From an optimization exercise on the open Yosys and OpenROAD flow, aimed at small area; shortcuts taken in it are not production practice. Only simulation tests tie the RTL to the original design; equivalence was not proved. Power is estimated from default activity; no workload was simulated.

==> job 9640: inputs <==
## eth_commu
module eth_commu
(
	input  logic        i_clk,
	input  logic        i_rst_n,
	input  logic [10:0] i_data_length,
	input  logic [7:0]  i_cur_byte,
	input  logic        i_trig_send,
	output logic        o_feed_next_byte,
	output logic        o_send_over,
	output logic [15:0] o_cmd,
	output logic [31:0] o_param,
	output logic        o_cmd_come,
	input  logic        i_cmd_finish,
	output logic        o_eth_txen,
	output logic [7:0]  o_eth_txd,
	input  logic        i_eth_rxdv,
	input  logic [7:0]  i_eth_rxd
);
clock: 8.0 ns
lec_check: 0
cap_margin: 20
core_margin: 2
core_utilization: 40
cts_buf_list: sky130_fd_sc_hd__clkbuf_4
cts_cluster_diameter: 40
cts_cluster_size: 10
slew_margin: 20
run.sh (not shown) runs the stock make flow with config.mk's settings and CLKGATE_MAP_FILE= SYNTH_SCRIPT=/design/flow/synth_recipe.tcl, a recipe that flattens the netlist after the stock synthesis.
==> inputs of job 5979, as changes to job 9640 <==
--- a/flow/design.v
+++ b/flow/design.v
@@ -53,15 +53,15 @@
 	begin
 		rx_shift = 1'b0;
 		if (rx_byte)
 			case (rx_st)
 				6'd30, 6'd31, 6'd32, 6'd33, 6'd34,
 				6'd35, 6'd36, 6'd37, 6'd38, 6'd39:
 					rx_shift = 1'b1;
-				6'd50, 6'd51, 6'd54, 6'd55, 6'd56, 6'd57:
+				6'd50, 6'd51, 6'd52, 6'd53, 6'd54, 6'd55, 6'd56, 6'd57:
 					rx_shift = f_cmd;
 				default:
 					rx_shift = 1'b0;
 			endcase
 	end
 	always_ff @(posedge i_clk or negedge i_rst_n)
 	begin
@@ -109,16 +109,15 @@
 				end
 				6'd28: f_arp <= f_arp && (i_eth_rxd == 8'h00);
 				6'd29: f_arp <= f_arp && (i_eth_rxd == 8'h01);
 				6'd46: f_arp <= f_arp && (i_eth_rxd == 8'hC0);
 				6'd47: f_arp <= f_arp && (i_eth_rxd == 8'hA8);
 				6'd48: f_arp <= f_arp && (i_eth_rxd == 8'h01);
 				6'd49: f_arp <= f_arp && (i_eth_rxd == 8'h04);
-				6'd52: f_cmd <= f_cmd && (i_eth_rxd == ~rx_sr[15:8]);
-				6'd53: f_cmd <= f_cmd && (i_eth_rxd == ~rx_sr[7:0]);
+				6'd52, 6'd53: f_cmd <= f_cmd && (i_eth_rxd == ~rx_sr[15:8]);
 				default: ;
 			endcase
 		if (arp_req)
 			arp_peer <= rx_sr;
 	end
 	always_ff @(posedge i_clk or negedge i_rst_n)
 	begin
@@ -134,15 +133,15 @@
 		begin
 			rx_cls <= (rx_st == RX_DONE);
 			arp_req <= rx_cls && f_arp;
 			if (o_cmd_come && i_cmd_finish)
 				o_cmd_come <= 1'b0;
 			if (rx_cls && f_cmd && !o_cmd_come)
 			begin
-				o_cmd <= rx_sr[47:32];
+				o_cmd <= rx_sr[63:48];
 				o_param <= rx_sr[31:0];
 				o_cmd_come <= 1'b1;
 			end
 		end
 	end
 	localparam logic [6:0] TX_IDLE = 7'd1;
 	localparam logic [6:0] TX_START = 7'd55;
@@ -158,33 +157,35 @@
 	logic [79:0] tx_peer;       
 	logic [31:0] crc;
 	logic tx_data;
 	logic tx_fcs;
 	logic tx_pay;
 	logic [5:0] idx;
 	logic [10:0] pad;
-	logic [15:0] tot_len;
-	logic [15:0] ip_sum;
-	logic [15:0] udp_len;
+	logic [15:0] fld_k;
+	logic [15:0] fld_sum;
+	logic [15:0] fld;
+	logic [7:0] fld_byte;
 	logic [7:0] hdr;
 	logic [7:0] peer_byte;
 	logic [7:0] mac_byte;
 	logic [7:0] crc_x;
 	logic [31:0] crc_t;
 	assign start = (tx_st == TX_IDLE) && (arp_pend || send_pend);
 	assign tx_data = tx_st[6] && (tx_st[5:2] != 4'b1111);
 	assign tx_fcs = (tx_st[6:2] == 5'b11111);
 	assign tx_pay = tx_data && (tx_st >= TX_PAY);
 	assign idx = tx_st[5:0];
 	assign o_eth_txen = tx_st[6] || (tx_st[6:3] == 4'b0111);
 	assign o_feed_next_byte = tx_pay && (rem != '0);
 	assign pad = (rem < 11'd18) ? 11'd18 : rem;
-	assign tot_len = {5'd0, pad} + 16'd28;
-	assign udp_len = {5'd0, pad} + 16'd8;
-	assign ip_sum = 16'hB777 - {5'd0, pad};
+	assign fld_k = idx[5] ? 16'd8 : (idx[3] ? 16'h4888 : 16'd28);
+	assign fld_sum = {5'd0, pad} + fld_k;
+	assign fld = (idx[3] && !idx[5]) ? ~fld_sum : fld_sum;
+	assign fld_byte = idx[0] ? fld[7:0] : fld[15:8];
 	always_comb
 	begin
 		case (idx[3:0])
 			4'd0: peer_byte = tx_peer[79:72];
 			4'd1: peer_byte = tx_peer[71:64];
 			4'd2: peer_byte = tx_peer[63:56];
 			4'd3: peer_byte = tx_peer[55:48];
@@ -202,29 +203,29 @@
 		if (udp_frame)
 			case (idx)
 				6'd0, 6'd6: hdr = 8'h02;
 				6'd5: hdr = 8'h05;
 				6'd11: hdr = 8'h04;
 				6'd12: hdr = 8'h08;
 				6'd14: hdr = 8'h45;
-				6'd16: hdr = tot_len[15:8];
-				6'd17: hdr = tot_len[7:0];
+				6'd16: hdr = fld_byte;
+				6'd17: hdr = fld_byte;
 				6'd22: hdr = 8'd128;
 				6'd23: hdr = 8'h11;
-				6'd24: hdr = ip_sum[15:8];
-				6'd25: hdr = ip_sum[7:0];
+				6'd24: hdr = fld_byte;
+				6'd25: hdr = fld_byte;
 				6'd26, 6'd30: hdr = 8'hC0;
 				6'd27, 6'd31: hdr = 8'hA8;
 				6'd28, 6'd32: hdr = 8'h01;
 				6'd29: hdr = 8'h04;
 				6'd33: hdr = 8'h05;
 				6'd34, 6'd36: hdr = 8'hFE;
 				6'd35, 6'd37: hdr = 8'hEF;
-				6'd38: hdr = udp_len[15:8];
-				6'd39: hdr = udp_len[7:0];
+				6'd38: hdr = fld_byte;
+				6'd39: hdr = fld_byte;
 				default: hdr = 8'h00;
 			endcase
 		else
 			case (idx)
 				6'd0, 6'd1, 6'd2, 6'd3, 6'd4, 6'd5,
 				6'd32, 6'd33, 6'd34, 6'd35, 6'd36, 6'd37,
 				6'd38, 6'd39, 6'd40, 6'd41: hdr = peer_byte;
==> flow/flow/run.sh (new file) <==
#!/bin/bash
# The standard ORFS layout with three changes:
#  - the combinational logic is mapped by an area-oriented ABC script
#    (the registers come out of the standard synthesis unchanged),
#  - the port buffers are buf_1 cells,
#  - CTS uses clkbuf_8 and inserts no dummy loads.
set -e
cp -r "$FLOW_HOME/scripts" scripts_abc
cp flow/abc_area.script scripts_abc/abc_area.script
export SCRIPTS_DIR="$PWD/scripts_abc"
export ABC_AREA=1
export BUFFER_PORTS_ARGS="-buffer_cell sky130_fd_sc_hd__buf_1"
export CTS_ARGS="-sink_clustering_enable -repair_clock_nets -dont_use_dummy_load -buf_list sky130_fd_sc_hd__clkbuf_8 -sink_clustering_size 24 -sink_clustering_max_diameter 50"
bash standard.sh finish > standard.log 2>&1
==> flow/flow/abc_area.script (new file) <==
strash
dch -f
amap
topo
==> flow/standard.sh (new file) <==
#!/bin/bash
# synth_recipe.tcl (not shown) runs the flow's synth.tcl, then flattens the netlist and writes it again
# the make line also repeats each setting of config.mk as NAME=value (left out here)
make -C /OpenROAD-flow-scripts/flow DESIGN_CONFIG=/design/flow/config.mk WORK_HOME=/design/flow/orfs CLKGATE_MAP_FILE= SYNTH_SCRIPT=/design/flow/synth_recipe.tcl "${@:-finish}"
CORE_UTILIZATION = 65   (was 40)
CTS_BUF_LIST = unset   (was sky130_fd_sc_hd__clkbuf_4)
CTS_CLUSTER_DIAMETER = unset   (was 40)
CTS_CLUSTER_SIZE = unset   (was 10)
removed: flow/run.sh
==> notes <==
Critical path depth: job 5979 is higher than job 9640 (14). Against job 5979, the wire length of job 9640 is higher by 17%. Against job 5979, the count of clock-buffer cells in the layout of job 9640 is higher by 39. Between job 9640 and job 5979, the lower worst hold slack is in job 5979 (gap 0.020 ns). Between job 9640 and job 5979, the lower clock skew is in job 9640 (gap 0.021 ns). In sequential cell count, job 9640 and job 5979 do not differ. Job 9640 completed with no timing, DRC or antenna violations. Job 5979 finished clean. First-iteration DRC count: job 5979 is higher than job 9640 (about 55%). Of job 9640 and job 5979, job 9640 has the higher final cell count (gap 22%, measured against job 5979). Between job 9640 and job 5979, the lower sequential share of layout area is in job 9640 (gap 9.1 points).
==> figures <==
item                                                                      job 9640                   job 5979
Antenna diode count                                                              1                          0
Data required time of the critical path                                    6.40 ns                    8.42 ns
Count of standard-cell rows                                                     71                         53
Critical path endpoint category                                         output pin                   register
P_int                                                                      2.61 mW                    2.42 mW
Final RePlAce weighted congestion                                            0.883                      0.931
Number of nets in the final layout                                           1,247                      1,212
Effective utilization at floorplan                                           0.404                      0.660
Metal-1 WL                                                                 16.0 mm                    12.3 mm
Start point of the critical path                                  rem[5]$_DFFE_PP_         tx_st[0]$_DFF_PN1_
Master of the slowest instance on the critical path      sky130_fd_sc_hd__edfxtp_1  sky130_fd_sc_hd__a211oi_1
Met1 Track Usage GR                                                          0.253                      0.378
Area share of buffers outside the clock network                             0.0609                     0.0291
#MultiIn Comb                                                                  660                        563
Met3 routed wirelength                                                     1.82 mm                    2.02 mm
Post-synth net total                                                         1,153                      1,079
Power of the clock network                                                 1.16 mW                   0.828 mW
Clock transition at the registers of the reported paths                    0.12 ns                    0.09 ns
Status                                            no timing/DRC/antenna violations  no timing/DRC/antenna violations

---

==> inputs of 04-23 <==
eth_commu again, from the RTL that the note above started with.
Design eth_commu, start of the top module:
module eth_commu
(
	input  logic        i_clk,
	input  logic        i_rst_n,
	input  logic [10:0] i_data_length,
	input  logic [7:0]  i_cur_byte,
	input  logic        i_trig_send,
	output logic        o_feed_next_byte,
	output logic        o_send_over,
	output logic [15:0] o_cmd,
	output logic [31:0] o_param,
	output logic        o_cmd_come,
	input  logic        i_cmd_finish,
	output logic        o_eth_txen,
	output logic [7:0]  o_eth_txd,
	input  logic        i_eth_rxdv,
	input  logic [7:0]  i_eth_rxd
);
	localparam logic [5:0] RX_IDLE = 6'd0;
	localparam logic [5:0] RX_FULL = 6'd58;
	localparam logic [5:0] RX_DONE = 6'd62;
	localparam logic [5:0] RX_ERR = 6'd63;
	logic [5:0] rx_st;
	logic rx_cls;               
	logic f_arp;                
	logic f_cmd;                
	logic [79:0] rx_sr;         
	logic rx_byte;
	logic rx_shift;
	logic [79:0] arp_peer;      
	logic arp_req;
	logic front_ok;
	assign front_ok = (rx_st == 6'd7) ? (i_eth_rxd == 8'hD5) :
		(i_eth_rxd == 8'h55);
	assign rx_byte = i_eth_rxdv && (rx_st >= 6'd8) && (rx_st < RX_FULL);
	always_comb
	begin
  ...
clock: 8.0 ns
lec_check: 0
cap_margin: 20
core_margin: 2
core_utilization: 40
cts_buf_list: sky130_fd_sc_hd__clkbuf_8
cts_cluster_diameter: 60
cts_cluster_size: 20
slew_margin: 20
Stock flow here: none of the scripts above is used.
==> inputs of 03-22, as changes to 04-23 <==
--- a/flow/design.v
+++ b/flow/design.v
@@ -249,61 +249,19 @@
 		else if (tx_st[6:3] == 4'b0111)
 			o_eth_txd = (tx_st[2:0] == 3'd7) ? 8'hD5 : 8'h55;
 		else
 			o_eth_txd = 8'h00;
 	end
+	function automatic logic [31:0] crc32_fb(input logic [7:0] x);
+		logic [31:0] c;
+		c = {24'h0, x};
+		for (int i = 0; i < 8; i++)
+			c = c[0] ? ((c >> 1) ^ 32'hEDB88320) : (c >> 1);
+		crc32_fb = c;
+	endfunction
 	assign crc_x = tx_data ? (crc[7:0] ^ mac_byte) : 8'h00;
-	logic p8, p9, p10, p11, p12, p13, p14, p15, p16, p17, p18, p19, p20, p21, p22, p23, p24;
-	assign p8 = crc_x[0] ^ crc_x[5];
-	assign p9 = crc_x[1] ^ crc_x[7];
-	assign p10 = crc_x[3] ^ crc_x[6];
-	assign p11 = crc_x[2] ^ p10;
-	assign p12 = crc_x[4] ^ crc_x[7];
-	assign p13 = crc_x[6] ^ p8;
-	assign p14 = crc_x[0] ^ crc_x[4];
-	assign p15 = crc_x[1] ^ crc_x[2];
-	assign p16 = crc_x[1] ^ p8;
-	assign p17 = crc_x[3] ^ crc_x[4];
-	assign p18 = crc_x[6] ^ p9;
-	assign p19 = crc_x[2] ^ crc_x[3];
-	assign p20 = crc_x[4] ^ p13;
-	assign p21 = crc_x[5] ^ p11;
-	assign p22 = p10 ^ p12;
-	assign p23 = crc_x[2] ^ p12;
-	assign p24 = p9 ^ p17;
-	assign crc_t[0] = crc_x[2];
-	assign crc_t[1] = crc_x[0] ^ crc_x[3];
-	assign crc_t[2] = crc_x[1] ^ p14;
-	assign crc_t[3] = crc_x[5] ^ p15;
-	assign crc_t[4] = crc_x[0] ^ p11;
-	assign crc_t[5] = p24;
-	assign crc_t[6] = crc_x[4] ^ crc_x[5];
-	assign crc_t[7] = p13;
-	assign crc_t[8] = p18;
-	assign crc_t[9] = crc_x[7];
-	assign crc_t[10] = crc_x[2];
-	assign crc_t[11] = crc_x[3];
-	assign crc_t[12] = p14;
-	assign crc_t[13] = p16;
-	assign crc_t[14] = crc_x[6] ^ p15;
-	assign crc_t[15] = crc_x[7] ^ p19;
-	assign crc_t[16] = p14 ^ p19;
-	assign crc_t[17] = p16 ^ p17;
-	assign crc_t[18] = p15 ^ p20;
-	assign crc_t[19] = p9 ^ p21;
-	assign crc_t[20] = p22;
-	assign crc_t[21] = crc_x[5] ^ p23;
-	assign crc_t[22] = p21;
-	assign crc_t[23] = p22;
-	assign crc_t[24] = p8 ^ p23;
-	assign crc_t[25] = p11 ^ p16;
-	assign crc_t[26] = p9 ^ p11 ^ p14;
-	assign crc_t[27] = crc_x[5] ^ p24;
-	assign crc_t[28] = p20;
-	assign crc_t[29] = p9 ^ p13;
-	assign crc_t[30] = crc_x[0] ^ p18;
-	assign crc_t[31] = p9;
+	assign crc_t = crc32_fb(crc_x);
 	always_ff @(posedge i_clk)
 	begin
 		crc <= {crc_t[31:24] | {8{!tx_data && !tx_fcs}}, crc_t[23:0] ^ crc[31:8]};
 		if (start)
 		begin
Settings changed: CTS_BUF_LIST sky130_fd_sc_hd__clkbuf_8 to unset, CTS_CLUSTER_DIAMETER 60 to unset, CTS_CLUSTER_SIZE 20 to unset.
==> flow_summary.json <==
{
  "routed_wl_um": 36300,
  "run_status": "complete, no violations",
  "yosys.area_share.simple_pct": 10.9,
  "clock_buffers": 46,
  "wl_per_cell_um": 20.0,
  "clock_power_uw": 1710,
  "tap_cells": 518,
  "critPathTopFamily": "simple AND/OR/NAND/NOR gates",
  "wl_met3_um": 1970,
  "nMultiInputCombCells": 746,
  "rrSetupSlack_ns": 2.96
}
The numbers above come from 03-22.

==> flow_summary.json <==
{
  "routed_wl_um": 33500,
  "rrSetupSlack_ns": 3.00,
  "clock_buffers": 27,
  "reg.largest.list": "arp_peer x80, rx_sr x80, tx_peer x80",
  "top_layer": "met4",
  "run_status": "complete, no violations",
  "clock_power_uw": 1060,
  "wl_met3_um": 1620,
  "critPathTopFamily": "compound AO/OA/AOI/OAI gates"
}
The numbers above come from 04-23.

-- afterwards: timing with drivers on the ports --
In the flow no input, the clock included, has a driving cell. The finished layouts below were timed again as built, in two steps. Step 1 (the two cells are an assumption about what drives the block):
set clk [get_ports {i_clk}]
set_driving_cell -lib_cell sky130_fd_sc_hd__clkbuf_16 $clk
set_driving_cell -lib_cell sky130_fd_sc_hd__buf_2 [delete_from_list [all_inputs] $clk]
Step 2, shift: input delay + t, output delay - t, t = (earliest + latest rising clock arrival at the registers) / 2. This alone moves slack from input paths to output paths. a / b / c = ideal ports / drivers / drivers and shift; a / b = the first two.
run | t, ns | setup slack, ns | slew at the worst register clock pin (ns) | worst data-port slew with drivers (ns)
job 9640 | 0.778 | 1.615 / 1.571 / 2.349 | 0.12 / 0.12 | 0.05
job 5979 | 0.605 | 1.212 / 1.212 / 1.212 | 0.12 / 0.12 | 0.04
04-23 | 0.665 | 1.667 / 1.621 / 2.285 | 0.12 / 0.12 | 0.05
03-22 | 0.597 | 1.746 / 1.690 / 2.288 | 0.06 / 0.06 | 0.07
After both steps setup and hold are still met in every run listed.
